What follows belongs to an exercise in optimizing a design on an open flow for small area; a production flow would make more cautious choices.
Only simulation tests tie the RTL to the original design; equivalence was not proved.
Power is estimated from default activity; no workload was simulated.

<file path="flow/config.mk">
export PLATFORM = sky130hd
export DESIGN_NAME = armDatapath
export DESIGN_NICKNAME = armDatapath
export VERILOG_FILES = /design/flow/design.v
export SDC_FILE = /design/flow/constraint.sdc
export NUM_CORES = 4
export LEC_CHECK = 0
export CAP_MARGIN = 20
export CORE_MARGIN = 2
export CORE_UTILIZATION = 40
export CTS_BUF_LIST = sky130_fd_sc_hd__clkbuf_4 sky130_fd_sc_hd__clkbuf_8
export GPL_TIMING_DRIVEN = 0
export SLEW_MARGIN = 20
</file>
<file path="flow/constraint.sdc">
create_clock -name core_clock -period 9.0 [get_ports {clk}]
set_input_delay 1.8000 -clock core_clock [delete_from_list [all_inputs] [get_ports {clk}]]
set_output_delay 1.8000 -clock core_clock [all_outputs]
set_load 0.01 [all_outputs]
</file>
<file path="flow/design.v">
`timescale 1ns/100ps
package armPkg;
  localparam int dataWidth    = 32;
  localparam int regAddrWidth = 4;
  localparam int numRegs      = 16;   
  localparam int flagWidth    = 4;
  typedef logic [dataWidth-1:0]    dataT;      
  typedef logic [regAddrWidth-1:0] regAddrT;
  typedef logic [flagWidth-1:0]    flagsT;     
  typedef enum logic [1:0] {
    aluAdd = 2'b00,
    aluSub = 2'b01,
    aluAnd = 2'b10,
    aluOrr = 2'b11
  } aluOpT;
  typedef enum logic {
    immByte = 1'b0,   
    immWord = 1'b1    
  } immSrcT;
  typedef enum logic [1:0] {
    fwdReg    = 2'b00,   
    fwdResult = 2'b01,   
    fwdAluOut = 2'b10    
  } fwdSelT;
endpackage
`timescale 1ns/100ps
`timescale 1ns/100ps
`timescale 1ns/100ps
`timescale 1ns/100ps
`timescale 1ns/100ps
`timescale 1ns/100ps
module armDatapath (
  input  logic    clk,
  input  logic    rstN,
  input  armPkg::dataT    instrF,
  input  logic    regSrcD,       
  input  armPkg::immSrcT  immSrcD,
  input  logic    aluSrcE,
  input  armPkg::aluOpT   aluControlE,
  input  armPkg::fwdSelT  forwardAE,
  input  armPkg::fwdSelT  forwardBE,
  input  logic    memToRegW,
  input  logic    regWriteW,
  input  logic    stallD,
  input  logic    flushD,
  input  armPkg::dataT    readDataM,
  output armPkg::dataT    instrD,
  output armPkg::dataT    aluOutM,
  output armPkg::dataT    writeDataM,
  output armPkg::flagsT   aluFlagsE,
  output logic    match1EM,
  output logic    match1EW,
  output logic    match2EM,
  output logic    match2EW,
  output logic    match12DE
);
  logic v1;
  always_ff @(posedge clk or negedge rstN) begin
    if (!rstN) v1 <= 1'b0;
    else       v1 <= 1'b1;
  end
  always_ff @(posedge clk or negedge rstN) begin
    if (!rstN)          instrD <= '0;
    else if (flushD)    instrD <= '0;
    else if (!stallD)   instrD <= instrF;
  end
  logic [3:0] ra1D, ra2D, waD;
  assign ra1D = instrD[19:16];
  assign ra2D = regSrcD ? instrD[15:12] : instrD[3:0];
  assign waD  = instrD[15:12];
  logic [3:0] ra1E, ra2E, waE, waM, waW;
  always_ff @(posedge clk or negedge rstN) begin
    if (!rstN) begin
      ra1E <= '0; ra2E <= '0; waE <= '0; waM <= '0; waW <= '0;
    end else begin
      ra1E <= ra1D; ra2E <= ra2D; waE <= waD; waM <= waE; waW <= waM;
    end
  end
  assign match1EM  = (waM == ra1E);
  assign match1EW  = (waW == ra1E);
  assign match2EM  = (waM == ra2E);
  assign match2EW  = (waW == ra2E);
  assign match12DE = (ra1D == waE) || (ra2D == waE);
  logic [11:0] immE;
  always_ff @(posedge clk) begin
    immE[7:0]  <= instrD[7:0];
    immE[11:8] <= immSrcD ? instrD[11:8] : 4'b0;
  end
  logic [31:0] aluOutW, readDataW, resultW;
  always_ff @(posedge clk) begin
    aluOutW   <= aluOutM;
    readDataW <= readDataM;
  end
  logic selRdW, selAluW;
  assign selRdW  = memToRegW & v1;
  assign selAluW = ~memToRegW & v1;
  assign resultW = ({32{selRdW}} & readDataW) | ({32{selAluW}} & aluOutW);
  logic [31:0] regs [16];
  always_ff @(posedge clk) begin
    for (int i = 0; i < 16; i++)
      if (regWriteW && waW == 4'(i)) regs[i] <= resultW;
  end
  logic [15:0] selA, selB;
  logic selAR, selAM, selBR, selBM, regA, regB;
  assign regA  = v1 & (forwardAE[0] ~^ forwardAE[1]);
  assign regB  = v1 & (forwardBE[0] ~^ forwardBE[1]);
  assign selAR = forwardAE == 2'b01;
  assign selAM = forwardAE == 2'b10;
  assign selBR = forwardBE == 2'b01;
  assign selBM = forwardBE == 2'b10;
  always_comb begin
    for (int i = 0; i < 16; i++) begin
      selA[i] = regA & (ra1E == 4'(i));
      selB[i] = regB & (ra2E == 4'(i));
    end
  end
  logic [31:0] srcAE, writeDataE, srcBE;
  always_comb begin
    srcAE      = ({32{selAR}} & resultW) | ({32{selAM}} & aluOutM);
    writeDataE = ({32{selBR}} & resultW) | ({32{selBM}} & aluOutM);
    for (int i = 0; i < 16; i++) begin
      srcAE      = srcAE      | ({32{selA[i]}} & regs[i]);
      writeDataE = writeDataE | ({32{selB[i]}} & regs[i]);
    end
  end
  assign srcBE = aluSrcE ? {20'b0, immE & {12{v1}}} : writeDataE;
  logic        subE;
  logic [31:0] bE, aluResult;
  logic [32:0] sumE;
  logic        carryE, ovfE;
  assign subE = (aluControlE == 2'b01);
  assign bE   = srcBE ^ {32{subE}};
  assign sumE = {1'b0, srcAE} + {1'b0, bE} + {32'b0, subE};
  always_comb begin
    case (aluControlE)
      2'b10:   aluResult = srcAE & srcBE;
      2'b11:   aluResult = srcAE | srcBE;
      default: aluResult = sumE[31:0];
    endcase
  end
  assign carryE = ~aluControlE[1] & sumE[32];
  assign ovfE   = ~aluControlE[1] & (srcAE[31] == bE[31]) & (sumE[31] != srcAE[31]);
  assign aluFlagsE = {aluResult[31], aluResult == 32'b0, carryE, ovfE};
  always_ff @(posedge clk or negedge rstN) begin
    if (!rstN) begin
      aluOutM    <= '0;
      writeDataM <= '0;
    end else begin
      aluOutM    <= aluResult;
      writeDataM <= writeDataE;
    end
  end
endmodule
</file>
<file path="flow/run.sh">
#!/bin/bash
# synth_recipe.tcl (not shown) runs the flow's synth.tcl, then flattens the netlist and writes it again
# the make line also repeats each setting of config.mk as NAME=value (left out here)
make -C /OpenROAD-flow-scripts/flow DESIGN_CONFIG=/design/flow/config.mk WORK_HOME=/design/flow/orfs CLKGATE_MAP_FILE= SYNTH_SCRIPT=/design/flow/synth_recipe.tcl finish
</file>
==> results of run 1 <==
logic make-up (layout without fill, tap and decap cells):
logic type,count (synthesis),in the layout
buffers and inverters,184,792
AO/OA/AOI/OAI,680,680
XOR/XNOR,81,81
multiplexers,81,81
other,1,7
adder cells (fa/ha/maj),61,61
AND/OR/NAND/NOR,670,670
flip-flops,705,705
metal layers:
metal,GRT usage,part of all wire,vias up
li1,-,-,10872
met1,0.449,0.35,13410
met2,0.529,0.42,2786
met3,0.126,0.15,779
met4,0.222,0.081,2
met5,0,0.000087,-
stage by stage:
step,TNS [ns],total power (W),hold slack [ns],worst slack [ns],utilization
after floorplan,0,0.00471,0.408,0.0651,-
after global placement,-77.64,0.00546,0.390,-4.33,0.448
after detailed placement,-21.49,0.00548,0.398,-4.26,0.460
after CTS,-1.53,0.00856,0.413,-0.864,0.530
after global routing,-2.23,0.00891,0.411,-1.01,0.535
final,-1.70,0.00868,0.409,-0.896,0.535
synth_stat cells (41+ instances only):
library cell  count
xnor2_1          49
mux2i_1          69
dfrtp_1         117
a22oi_1         404
nand3_1          62
dfxtp_1          76
and3_1           62
nor2b_1          41
clkbuf_1        120
nand4_1          93
edfxtp_1        512
nor2_1          147
a21oi_1          45
nand2_1         118
worst max-delay path: stages:
cell and delay [ns]:
buf_8 0.10, inv_4 0.05, ha_4 0.19, clkbuf_2 0.50
clkbuf_4 0.42, clkbuf_2 0.44, a22oi_1 0.18, nand4_1 0.24
and2_4 0.20, xnor2_1 0.12, ha_1 0.25, buf_4 0.17
a21oi_1 0.16, o211ai_1 0.12, a221o_1 0.37, o211ai_1 0.29
nand2_1 0.10, xor2_1 0.18, mux2_4 0.35, nor3_1 0.19
or4b_4 0.49, or4_4 0.47, nor4b_4 0.28, and4_4 0.29
buf_6 0.11
worst min path at each step:
| stage | startpoint | end | slack [ns] | cells after the start |
|---|---|---|---|---|
| 3_3_place_gp | instrD[7] | immE[7] | 0.39 | 0 |
| 4_1_cts | instrD[5] | immE[5] | 0.41 | 0 |
| 2_1_floorplan | waM[0] | waW[0] | 0.41 | 0 |
| 6_report | instrD[5] | immE[5] | 0.41 | 0 |
| 3_5_place_dp | instrD[5] | immE[5] | 0.40 | 0 |
| 5_1_grt | instrD[7] | immE[7] | 0.41 | 0 |
power by group:
part / total [W] / internal, W / switching [W]
clock network: 0.00293 / 0.00158 / 0.00135
registers: 0.00396 / 0.00375 / 0.000210
logic: 0.00179 / 0.000746 / 0.00104
placed cells by master, fill, tap and decap left out, drive strengths merged, types with 69 or more instances in the layout:
cell type / instances
a22oi: 405
buf: 282
clkbuf: 281
clkdlybuf4s50: 173
dfrtp: 117
dfxtp: 76
edfxtp: 512
mux2i: 69
nand2: 120
nand4: 93
nor2: 149
repair_timing:
action / 4_1_cts / 5_1_grt
setup endpoints to repair: 7 / 4
cloned: 0 / 1
buffers inserted: 146 / 23
resized for setup: 530 / 52
pin swaps: 90 / 39
registers in the layout, indices dropped and copies added, names as in the netlist, 12 cells and up:
signal,cells
writeDataM,32
aluOutW,32
aluOutM,32
immE,12
regs,512
readDataW,32
instrD,32
layout make-up:
| type | count | area, um^2 |
|---|---|---|
| Clock inverter | 41 | 284 |
| Tap cell | 1040 | 1300 |
| Multi-Input combinational cell | 1574 | 12000 |
| Inverter | 12 | 47.5 |
| Fill cell | 6674 | 36100 |
| Clock buffer | 174 | 2110 |
| Timing Repair Buffer | 401 | 4010 |
| Antenna cell | 6 | 15.0 |
| Sequential cell | 705 | 19800 |
| Buffer | 164 | 1960 |
==> flow_summary.yaml, run 1 <==
logic_synthesis:
  synth_mux_area_frac: 0.0263
  ys_async_sr_fraction: 0.166
  synth_area_leaders: "edfxtp_1 (49%), a22oi_1 (9.7%), dfrtp_1 (9.3%), dfxtp_1 (4.8%), mux2i_1 (2.2%)"
  synth_simple_gate_area_frac: 0.113
  synth_fa_ha_area_frac: 0.0226
  synthCells: 2463
  synth_edf_count: 512
  synth_xor_area_frac: 0.0226
  yosysSeqAreaShare: 0.631
  synth-seq-cells: 705
  synth_compound_area_frac: 0.161
  synth_top_area_share: 0.489
  netlist_area_um2: 31400
  yosysTopAreaCell: "edfxtp_1"
  ys_warn_count: 2
  synthFlopType: "edfxtp_1"
  syn_nets: 2578
  ys_types: 78
  synth_top_family_by_area: "compound AO/OA/AOI/OAI gates"
  syn_avg_cell_area_um2: 12.8
sta:
  fin_worst_skew_ns: 0.0649
  hold_viol_final: 0
  min_period_ns: 9.90
  tightest_slew_ns: 1.26
  finalSetupViolCount: 4
  rsz0062_at_grt: "yes"
  max_freq_mhz: 101
  layout_setup_ws_ns: -0.896
  relSlewSlack: 0.157
  min_period_over_period: 1.10
  slew_viol_final: 0
min_path:
  hold_class: "flip-flop to flip-flop"
cells_and_area:
  instances_no_fill: 4117
  fin_area_um2: 41500
  drive_gt1_frac: 0.246
  nNetsFinal: 3087
  syn2layout_area_growth_pct: 32.2
place:
  gp_congestion: 1.01
  dp.cells: 3735
  placed_area_um2: 35700
  numPortBuffers: 181
  dp_hpwl_um: 98400
die:
  rows: 102
  die_h_um: 284
  start_util: 0.405
  die_x_um: 284
  core_um2: 77600
  fp.dieArea_um2: 80800
  io_pins: 184
cts:
  cts.sinks: 705
  clk_latency_ns: 0.77
  cts_tree: "done"
  cts_max_level: 3
  cts_root_buf: "clkbuf_8"
  clock_path_buffers: 3
  clkTransAtPathRegs_ns: 0.06
  ctsHoldBuffers: 0
  cts_buffers: 114
routing:
  drt-total-wl_um: 149000
  routedWlPerCell_um: 36.2
  drcViolationCount: 0
  vias_per_cell: 6.76
  vias: 27849
  ant_nets: 0
  drt_iter0_drc: 5605
  dr.pass1.iters: 7
pwr:
  vdd_ir_drop_max_v: 0.000136
  p_per_area_nw_per_um2: 209
  p_leak_nw: 15.3
setup_path:
  cp_max_fo: 10
  r2r_end: "aluOutM[30]"
  critPathKind: "input pin to primary output"
  required_ns: 7.20
  r2r-start: "v1"
  cp-end-kind: "primary output"
  critPathLaunch: "forwardBE[0]"
  worstRegToRegCells: 28
  start_kind: "input pin"
  crit_end: "aluFlagsE[2]"
  cp.arrival_ns: 8.10
  r2r_setup_slack_ns: 2.24
grt:
  grt_pass1_wl_um: 204000
  grt_pass1_vias: 27098
  grt_max_degree: 89
  track_usage: 0.358
  grt_antenna_before_repair: 6
  overflow: 0
run_status:
  check.faults: "negative setup slack"
  status: "finished with violations"
run:
  drv_cap: 0
==> run 2: changes to the inputs <==
--- a/flow/config.mk
+++ b/flow/config.mk
@@ -9,5 +9,3 @@
 export CORE_MARGIN = 2
 export CORE_UTILIZATION = 40
-export CTS_BUF_LIST = sky130_fd_sc_hd__clkbuf_4 sky130_fd_sc_hd__clkbuf_8
-export GPL_TIMING_DRIVEN = 0
 export SLEW_MARGIN = 20
==> flow_summary.yaml, run 2 <==
run_status:
  status: "finished with violations"
  check.faults: "negative setup slack"
pwr:
  vdd_ir_drop_max_v: 0.000154
  swShare: 0.291
  p_per_area_nw_per_um2: 218
  seqPwrFrac: 0.423
  power.total_w: 0.00940
  combPwrFrac: 0.224
  p_clk_frac: 0.353
  p_leak_nw: 16.6
  internal-power_w: 0.00667
  p_switching_w: 0.00274
grt:
  grt_max_degree: 69
  grt_pass1_vias: 27672
  grt_antenna_before_repair: 1
  grt_pass1_wl_um: 206000
  track_usage: 0.358
  overflow: 0
routing:
  dr.pass1.iters: 10
  vias_per_cell: 6.53
  vias: 28262
  drt-total-wl_um: 148000
  drcViolationCount: 0
  routedWlPerCell_um: 34.3
  ant_nets: 0
  drt_iter0_drc: 4468
sta:
  finalSetupViolCount: 2
  fin_hold_ws_ns: 0.408
  tightest_slew_ns: 1.12
  rsz0062_at_grt: "yes"
  fin_tns_setup_ns: -0.781
  min_period_over_period: 1.06
  max_freq_mhz: 105
  min_period_ns: 9.56
  relSlewSlack: 0.250
  fin_worst_skew_ns: 0.0196
  hold_viol_final: 0
  layout_setup_ws_ns: -0.564
  slew_viol_final: 0
cells_and_area:
  largest_reg_flops: 512
  most-common-layout-cells: "buf_4 (597), edfxtp_1 (512), a22oi_1 (392)"
  final_common_cell: "buf_4"
  nNetsFinal: 3340
  regArea_um2: 19800
  drive_gt1_frac: 0.297
  syn2layout_area_growth_pct: 37.3
  fillers: 6602
  largest_register: "regs"
  multi_input_comb_area_um2: 11800
logic_synthesis:
  synth_area_leaders: "edfxtp_1 (49%), a22oi_1 (9.7%), dfrtp_1 (9.3%), dfxtp_1 (4.8%), mux2i_1 (2.2%)"
  ys_types: 78
  netlist_area_um2: 31400
  synth_edf_count: 512
  synth_xor_area_frac: 0.0226
  synth.most_common_cell: "edfxtp_1"
  synthCells: 2463
  synth_top_area_share: 0.489
  syn_avg_cell_area_um2: 12.8
  synth_top_family_by_area: "compound AO/OA/AOI/OAI gates"
  synth_fa_ha_area_frac: 0.0226
  synth_simple_gate_area_frac: 0.113
  synth-seq-cells: 705
  ys_async_sr_fraction: 0.166
  synth_mux_area_frac: 0.0263
  synth_compound_area_frac: 0.161
  syn_nets: 2578
  synthFlopType: "edfxtp_1"
  yosysTopAreaCell: "edfxtp_1"
  yosysSeqAreaShare: 0.631
  synth_common_cells: "edfxtp_1 (512), a22oi_1 (404), nor2_1 (147)"
  ys_warn_count: 2
setup_path:
  cp.arrival_ns: 7.76
  r2r_setup_slack_ns: 2.53
  critPathKind: "input pin to primary output"
  start_kind: "input pin"
  required_ns: 7.20
  cpMostUsedCell: "buf_6"
  max_stage_delay_ns: 0.56
  r2r-start: "ra2E[2]"
  cp_max_fo: 9
  cp-end-kind: "primary output"
  slowest_stage: "or4b_4"
  r2r_end: "aluOutM[30]"
  worstRegToRegCells: 30
die:
  io_pins: 184
  die_h_um: 284
  core_um2: 77600
  rows: 102
  die_x_um: 284
  start_util: 0.405
  fp.dieArea_um2: 80800
cts:
  clk_latency_ns: 0.64
  cts_max_level: 3
  cts.sinks: 705
  cts_tree: "done"
  clock_path_buffers: 3
  cts_buffers: 77
  clkTransAtPathRegs_ns: 0.06
  cts_root_buf: "clkbuf_16"
place:
  dp_hpwl_um: 103000
  numPortBuffers: 183
  gp_congestion: 1.03
min_path:
  hold-path-endpoint: "immE[6]"
  min-delay-start: "instrD[6]"
  hold_depth: 0
  hold_class: "flip-flop to flip-flop"
run:
  drv_cap: 0
==> run 2: kinds of logic after synthesis <==
kind of cell,Yosys count
flip-flops,705
AO/OA/AOI/OAI,680
AND/OR/NAND/NOR,670
buffers and inverters,184
XOR/XNOR,81
multiplexers,81
adder cells (fa/ha/maj),61
other,1
==> run 2: power by group through the flow <==
stage	logic (W)	registers [W]	clock network (W)
global placement	0.00192	0.00403	0
CTS	0.00200	0.00397	0.00335
global route	0.00221	0.00398	0.00347
floorplan	0.000762	0.00395	0
finish	0.00211	0.00398	0.00332
detailed placement	0.00193	0.00403	0
==> run 2: layer usage <==
metal  up-vias  part of all wire  GRT usage
met4         0             0.079      0.235
li1      11360                 -          -
met2      2374              0.44      0.543
met5         -                 0          0
met1     13925              0.37      0.462
met3       603              0.11     0.0800
==> run 2: per-stage QoR <==
step | std cells | cell area, um^2 | worst slack (ns) | utilization
floorplan | 2463 | 31600 | 0.0651 | -
global placement | 4106 | 39100 | -1.69 | 0.504
detailed placement | 4106 | 39100 | -1.71 | 0.504
CTS | 4290 | 42400 | -0.591 | 0.547
global route | 4330 | 43100 | -0.764 | 0.556
finish | 4331 | 43100 | -0.564 | 0.556
==> run 2: worst max path at each step <==
| stage | startpoint | endpoint | slack (ns) |
|---|---|---|---|
| after floorplan | forwardBE[0] | aluFlagsE[2] | 0.07 |
| after global placement | forwardBE[0] | aluFlagsE[2] | -1.69 |
| after detailed placement | forwardBE[0] | aluFlagsE[2] | -1.71 |
| after CTS | forwardBE[0] | aluFlagsE[2] | -0.59 |
| after global routing | forwardBE[1] | aluFlagsE[2] | -0.76 |
| final | forwardBE[0] | aluFlagsE[2] | -0.56 |
==> run 2: repair_timing <==
action,CTS,global route
hold buffers,0,0
resized for setup,105,94
endpoints found under the hold margin,0,0
buffers inserted,41,42
pin swaps,57,65
setup endpoints to repair,4,4
==> run 2: area by class of cell <==
cell class,count,share of cell area
flip-flops and latches,705,0.459
inverters,12,0.00110
repair buffers,855,0.174
well taps,1040,0.0302
clock inverters,49,0.0139
clock buffers,95,0.0469
diodes,1,0.0000580
multi-input cells,1574,0.275
==> run 2: critical path, delay by kind of cell <==
| kind | cells | cell delay, ns |
|---|---|---|
| xor gates and xnor gates | 1 | 0.07 |
| AOI/OAI and AO/OA | 6 | 1.02 |
| buffers and inverters | 6 | 0.80 |
| adders and majority gates | 2 | 0.72 |
| and+or+nand+nor | 12 | 3.31 |
==> run 3: changes to the inputs <==
--- a/flow/design.v
+++ b/flow/design.v
@@ -141,5 +141,7 @@
   assign carryE = ~aluControlE[1] & sumE[32];
   assign ovfE   = ~aluControlE[1] & (srcAE[31] == bE[31]) & (sumE[31] != srcAE[31]);
-  assign aluFlagsE = {aluResult[31], aluResult == 32'b0, carryE, ovfE};
+  logic zeroE;
+  zeroDetect zd0 (.r(aluResult), .z(zeroE));
+  assign aluFlagsE = {aluResult[31], zeroE, carryE, ovfE};
   always_ff @(posedge clk or negedge rstN) begin
     if (!rstN) begin
@@ -152,2 +154,8 @@
   end
 endmodule
+module zeroDetect (
+  input  logic [31:0] r,
+  output logic        z
+);
+  assign z = (r == 32'b0);
+endmodule
--- a/flow/config.mk
+++ b/flow/config.mk
@@ -10,2 +10,4 @@
 export CORE_UTILIZATION = 40
 export SLEW_MARGIN = 20
+export SYNTH_HIERARCHICAL = 1
+export SYNTH_MINIMUM_KEEP_SIZE = 0
==> flow_summary.yaml, run 3 <==
grt:
  grt.met1_usage: 0.462
  top_usage_layer: "met2"
  track_usage: 0.343
  grt_max_degree: 70
  grt_use_met2: 0.513
  grt_antenna_before_repair: 8
  grt_pass1_vias: 26138
  grt_pass1_wl_um: 192000
  use_met3: 0.0904
  overflow: 0
cts:
  cts.sinks: 705
  cts_buffers: 78
  clkTransAtPathRegs_ns: 0.05
  clk_latency_ns: 0.65
  cts_root_buf: "clkbuf_16"
  cts_tree: "done"
  cts_max_level: 3
  clock_path_buffers: 3
  ctsHoldBuffers: 0
logic_synthesis:
  synth_xor_area_frac: 0.0217
  synth.most_common_cell: "edfxtp_1"
  synth_simple_gate_area_frac: 0.0875
  netlist_area_um2: 31000
  ys_async_sr_fraction: 0.166
  synth_edf_count: 512
  ys_types: 82
  syn_avg_cell_area_um2: 13.2
  synth_top_area_share: 0.495
  synthCells: 2359
  synth_top_family_by_area: "compound AO/OA/AOI/OAI gates"
  synthFlopType: "edfxtp_1"
  syn_nets: 2474
  synth_area_leaders: "edfxtp_1 (50%), a22oi_1 (9.7%), dfrtp_1 (9.4%), dfxtp_1 (4.9%), mux2i_1 (3.2%)"
  synth-seq-cells: 705
  synth_mux_area_frac: 0.0341
  synth_compound_area_frac: 0.171
  synth_common_cells: "edfxtp_1 (512), a22oi_1 (402), nor2_1 (137)"
  ys_warn_count: 8
  synth_fa_ha_area_frac: 0.0235
  yosysTopAreaCell: "edfxtp_1"
  yosysSeqAreaShare: 0.639
die:
  fp.dieArea_um2: 79800
  die_x_um: 283
  core_um2: 77100
  rows: 102
  die_h_um: 283
  io_pins: 184
  start_util: 0.403
pwr:
  vdd_ir_drop_max_v: 0.000135
  p_per_area_nw_per_um2: 218
  p_leak_nw: 15.4
  power.total_w: 0.00904
setup_path:
  critPathKind: "input pin to primary output"
  path_buf_inv: 7
  required_ns: 7.20
  cp_max_fo: 9
  cp.arrival_ns: 7.05
  slowest_stage: "clkdlybuf4s50_1"
  max_stage_delay_ns: 0.46
  cpMostUsedCell: "a21o_1"
  start_kind: "input pin"
  cp-end-kind: "primary output"
  crit_family: "compound AO/OA/AOI/OAI gates"
sta:
  min_period_ns: 8.85
  min_period_over_period: 0.983
  slew_viol_final: 0
  max_freq_mhz: 113
  tightest_slew_ns: 1.09
  fin_worst_skew_ns: 0.0289
  relSlewSlack: 0.274
  finalSetupViolCount: 0
  hold_viol_final: 0
  layout_setup_ws_ns: 0.152
routing:
  dr.pass1.iters: 10
  drcViolationCount: 0
  ant_nets: 0
  vias: 26802
  vias_per_cell: 6.57
  drt-total-wl_um: 139000
  routedWlPerCell_um: 34.0
  drt_iter0_drc: 4420
run:
  drv_cap: 0
cells_and_area:
  largest_register: "regs"
  most-common-layout-cells: "edfxtp_1 (512), buf_4 (459), a22oi_1 (396)"
  fin_area_um2: 41400
  largest_reg_flops: 512
  antenna_cells: 0
  fillers: 6550
  nNetsFinal: 3093
  utilization: 0.537
  syn2layout_area_growth_pct: 33.3
  drive_gt1_frac: 0.263
  final_common_cell: "edfxtp_1"
place:
  gp_congestion: 0.958
  dp_hpwl_um: 89400
  numPortBuffers: 183
  placed_area_um2: 37800
  dp_slack_ns: -0.851
min_path:
  hold_class: "flip-flop to flip-flop"
run_status:
  status: "no timing/DRC/antenna violations"
==> run 3: changes by cell type in the layout (fill, tap and decap cells not counted), sizes merged, moves of 20 or more <==
cell | before | now
buf | 682 | 526
and3 | 62 | 3
mux2i | 69 | 98
nand4 | 93 | 66
a22o | 38 | 15
a222oi | 9 | 31
and4 | 12 | 32
==> run 3: worst reg2reg max path: stages (launching register included) <==
cell	delay [ns]
dfrtp_1	0.82
nand2_1	0.46
nor2_4	0.20
buf_4	0.32
buf_4	0.29
a22oi_1	0.12
and4_1	0.20
nand3_2	0.13
a22o_1	0.21
xnor2_1	0.08
ha_1	0.32
buf_6	0.12
nand4_1	0.15
buf_4	0.18
or4_4	0.52
nor3_4	0.23
o22ai_2	0.13
buf_4	0.17
nor4_1	0.25
a211o_1	0.19
buf_4	0.12
buf_4	0.12
==> run 3: cell type report <==
cell class                      instances  area [um^2]  share of cell area
Clock buffer                          109         2270              0.0550
Inverter                               20         75.1             0.00181
Multi-Input combinational cell       1470        11300               0.273
Tap cell                             1040         1300              0.0314
Sequential cell                       705        19800               0.479
Timing Repair Buffer                  703         6280               0.152
Clock inverter                         35          338             0.00816
==> run 3: report_power, final <==
part	total (W)	internal, W	switching [W]
registers	0.00396	0.00374	0.000216
clock network	0.00326	0.00192	0.00135
logic	0.00182	0.000855	0.000961
==> run 3: stage by stage <==
stage                      TNS, ns  hold slack, ns  instances
after global routing      -0.00730           0.446       4082
after floorplan                  0           0.408       2359
after CTS                  -0.0658           0.428       4053
final                            0           0.417       4082
after detailed placement     -1.95           0.410       3897
after global placement       -1.87           0.394       3897
==> run 3: final timing paths <==
check | slack [ns] | endpoint | start | cells after the start
setup / recovery | 0.15 | aluFlagsE[2] | forwardAE[1] | 26
hold reg to reg | 0.42 | immE[7] | instrD[7] | 0
setup reg to reg | 3.61 | aluOutM[29] | ra2E[0] | 21
max in group asynchronous | 6.27 | v1 | rstN | 2
hold / removal | 0.42 | immE[7] | instrD[7] | 0
min in group asynchronous | 1.22 | instrD[15] | rstN | 1
==> run 3: cells by family (layout without fill, tap and decap cells) <==
group | count (synthesis) | after routing
other | 1 | 1
xor gates and xnor gates | 77 | 77
buffers and inverters | 184 | 867
muxes | 105 | 105
DFF | 705 | 705
and+or+nand+nor | 522 | 522
adders and majority gates | 63 | 63
AOI/OAI and AO/OA | 702 | 702
==> run 3: routing by layer <==
| metal | vias up | routed length [um] | part of all wire |
|---|---|---|---|
| met5 | - | 49 | 0.00035 |
| met4 | 8 | 7850 | 0.057 |
| met3 | 493 | 17700 | 0.13 |
| met2 | 2237 | 60300 | 0.43 |
| met1 | 13342 | 52900 | 0.38 |
| li1 | 10722 | - | - |
==> run 3: per-module statistics from Yosys, one instance, submodules excluded <==
module / cells / times used
armDatapath: 2348 / 1
zeroDetect: 11 / 1
==> run 3: what timing repair did <==
action	4_1_cts	5_1_grt
endpoints found under the setup margin	4	4
gates resized for setup	45	88
cloned	0	1
buffers inserted	12	29
pin swaps	21	60
==> run 4: changes to the inputs <==
==> flow/flow/run.sh (new file) <==
#!/bin/bash
# Standard ORFS layout, with the port buffers made from the smallest buffer
# instead of ORFS's default pick (a delay cell). Every port still gets one.
set -euo pipefail
export BUFFER_PORTS_ARGS="-buffer_cell sky130_fd_sc_hd__buf_1"
bash standard.sh finish > make_finish.log 2>&1
==> flow/standard.sh (new file) <==
#!/bin/bash
# synth_recipe.tcl (not shown) runs the flow's synth.tcl, then flattens the netlist and writes it again
# the make line also repeats each setting of config.mk as NAME=value (left out here)
make -C /OpenROAD-flow-scripts/flow DESIGN_CONFIG=/design/flow/config.mk WORK_HOME=/design/flow/orfs CLKGATE_MAP_FILE= SYNTH_SCRIPT=/design/flow/synth_recipe.tcl "${@:-finish}"
removed: flow/run.sh
==> flow_summary.yaml, run 4 <==
setup_path:
  crit_family: "simple AND/OR/NAND/NOR gates"
  cp_max_fo: 15
  cp-end-kind: "primary output"
  r2r_setup_slack_ns: 3.47
  max_stage_delay_ns: 0.35
  path_buf_inv: 6
  critPathKind: "input pin to primary output"
  cp.arrival_ns: 6.97
  required_ns: 7.20
  start_kind: "input pin"
  slowest_stage: "ha_4"
grt:
  top_usage_layer: "met2"
  overflow: 0
  grt_antenna_before_repair: 5
  grt_max_degree: 50
  use_met3: 0.0880
  track_usage: 0.330
  grt_pass1_wl_um: 185000
  grt_pass1_vias: 25080
  grt_use_met2: 0.498
  grt.met1_usage: 0.440
logic_synthesis:
  ys_async_sr_fraction: 0.166
  netlist_area_um2: 31000
  yosysTopAreaCell: "edfxtp_1"
  synth-seq-cells: 705
  synthCells: 2359
  synth_edf_count: 512
  synthFlopType: "edfxtp_1"
  synth_common_cells: "edfxtp_1 (512), a22oi_1 (402), nor2_1 (137)"
  ys_warn_count: 8
  syn_nets: 2474
  synth.most_common_cell: "edfxtp_1"
  synth_area_leaders: "edfxtp_1 (50%), a22oi_1 (9.7%), dfrtp_1 (9.4%), dfxtp_1 (4.9%), mux2i_1 (3.2%)"
  synth_top_area_share: 0.495
  yosysSeqAreaShare: 0.639
  syn_avg_cell_area_um2: 13.2
  ys_types: 82
sta:
  layout_setup_ws_ns: 0.229
  fin_worst_skew_ns: 0.0249
  hold_viol_final: 0
  finalSetupViolCount: 0
  relSlewSlack: 0.305
  slew_viol_final: 0
  max_freq_mhz: 114
  min_period_ns: 8.77
  fin_hold_ws_ns: 0.400
  min_period_over_period: 0.975
  tightest_slew_ns: 1.04
routing:
  ant_nets: 0
  vias: 25660
  dr.pass1.iters: 10
  drcViolationCount: 0
  drt-total-wl_um: 134000
  vias_per_cell: 6.62
  routedWlPerCell_um: 34.5
  drt_iter0_drc: 4888
cells_and_area:
  multi_input_comb_area_um2: 11000
  regArea_um2: 19800
  largest_register: "regs"
  final_common_cell: "edfxtp_1"
  fillers: 6806
  syn2layout_area_growth_pct: 23.5
  fin_area_um2: 38300
  most-common-layout-cells: "edfxtp_1 (512), a22oi_1 (401), buf_4 (278)"
  nNetsFinal: 2883
  drive_gt1_frac: 0.196
  largest_reg_flops: 512
place:
  numPortBuffers: 183
  dp_hpwl_um: 84300
  placed_area_um2: 35200
  dp_slack_ns: -0.228
  gp_congestion: 0.971
pwr:
  p_per_area_nw_per_um2: 230
  power.total_w: 0.00882
  vdd_ir_drop_max_v: 0.000139
  p_leak_nw: 13.8
cts:
  clkTransAtPathRegs_ns: 0.06
  cts.sinks: 705
  cts_max_level: 3
  clk_latency_ns: 0.64
  cts_tree: "done"
  ctsHoldBuffers: 0
  cts_root_buf: "clkbuf_16"
  clock_path_buffers: 3
  cts_buffers: 78
min_path:
  hold_class: "flip-flop to flip-flop"
die:
  start_util: 0.403
  fp.dieArea_um2: 79800
  die_h_um: 283
  core_um2: 77100
  rows: 102
  die_x_um: 283
  io_pins: 184
run:
  drv_cap: 0
run_status:
  status: "no timing/DRC/antenna violations"
## run 4: cell counts after synthesis
No cell type changed its count.
## run 4: per-stage QoR
| stage | std cells | TNS [ns] | utilization |
|---|---|---|---|
| floorplan | 2359 | 0 | - |
| global placement | 3708 | -0.280 | 0.456 |
| CTS | 3862 | 0 | 0.493 |
| global route | 3873 | -0.0522 | 0.497 |
| finish | 3874 | 0 | 0.497 |
| detailed placement | 3708 | -0.228 | 0.456 |
## run 4: area by class of cell
cell class,count,share of cell area
timing repair buffer,493,0.0883
multi-input combinational,1470,0.288
tap,1040,0.0340
inverter,20,0.00196
sequential,705,0.517
clock buffer,101,0.0559
clock inverter,44,0.0146
antenna,1,0.0000653
## run 4: worst paths after layout
kind | cells past startpoint | endpoint | start
max | 28 | aluFlagsE[2] | forwardBE[0]
min | 0 | immE[5] | instrD[5]
min reg2reg | 0 | immE[5] | instrD[5]
max reg2reg | 19 | aluOutM[28] | ra2E[1]
max in group asynchronous | 3 | writeDataM[21] | rstN
min in group asynchronous | 1 | instrD[29] | rstN
## run 4: modules after synthesis (local to each module, per instance)
module / times used / cells / flip-flops and latches
armDatapath: 1 / 2348 / 705
zeroDetect: 1 / 11 / 0
## run 4: per-layer routing
metal  up-vias  wire length (um)
met5         -                13
met4         2              8210
met3       555             16800
met2      2191             58000
met1     12611             50800
li1      10301                 -
## run 4: worst register-to-register path, stage by stage, from the launching register on
cell	delay, ns
dfrtp_1	0.84
nand2b_1	0.49
nor2_4	0.12
buf_4	0.25
a221o_1	0.39
a221oi_1	0.27
nand3_2	0.25
a22o_1	0.30
xnor2_1	0.15
ha_1	0.31
a21oi_1	0.20
nand3b_1	0.10
a41o_1	0.24
and3_1	0.20
or2_2	0.32
a31oi_4	0.22
o31ai_1	0.10
buf_4	0.15
o31ai_1	0.37
buf_4	0.19
## run 4: where the power goes
group	switching, W	total, W	internal [W]
clock network	0.00134	0.00339	0.00206
logic	0.000897	0.00147	0.000577
registers	0.000215	0.00396	0.00374
total	0.00245	0.00882	0.00638
## run 4: cell families after synthesis
family / Yosys count / synth area share
mux: 105 / 0.0341
flops: 705 / 0.639
simple gates: 522 / 0.0875
compound gates: 702 / 0.171
other cells: 1 / 0.000121
buf+inv: 184 / 0.0237
fa+ha+maj: 63 / 0.0235
xor+xnor: 77 / 0.0217
## run 4: timing repair
action,CTS,global route
buffers inserted,9,11
gates resized for setup,8,45
endpoints found under the setup margin,1,1
pin swaps,5,20

re-timing with driven ports:
The flow's constraints put no driver on any port. The routed layouts listed below were extracted and timed again, unchanged, in two steps. Step 1 (the two cells are an assumption about what drives the block):
set clk [get_ports {clk}]
set_driving_cell -lib_cell sky130_fd_sc_hd__clkbuf_16 $clk
set_driving_cell -lib_cell sky130_fd_sc_hd__buf_2 [delete_from_list [all_inputs] $clk]
Step 2 times the ports against the registers' clock, not the clock port: input delays grow and output delays shrink by t, the midpoint of the rising clock arrivals with the driver on. Slacks: ideal ports / drivers / drivers and shift; pairs: ideal ports / drivers.
run | t, ns | setup slack, ns | worst setup path after step 2 | worst register clock-pin slew, ns | worst data-port slew with drivers (ns)
run 1 | 0.803 | -0.896 / -0.945 / -0.945 | input to output | 0.07 / 0.07 | 0.09
run 2 | 0.703 | -0.564 / -0.603 / -0.603 | input to output | 0.07 / 0.07 | 0.07
run 3 | 0.694 | 0.152 / 0.127 / 0.127 | input to output | 0.07 / 0.07 | 0.09
run 4 | 0.688 | 0.229 / 0.198 / 0.198 | input to output | 0.07 / 0.07 | 0.09
The setup slack of run 1, which loses most, moves by -0.049 ns with the drivers and by -0.049 ns with both steps.
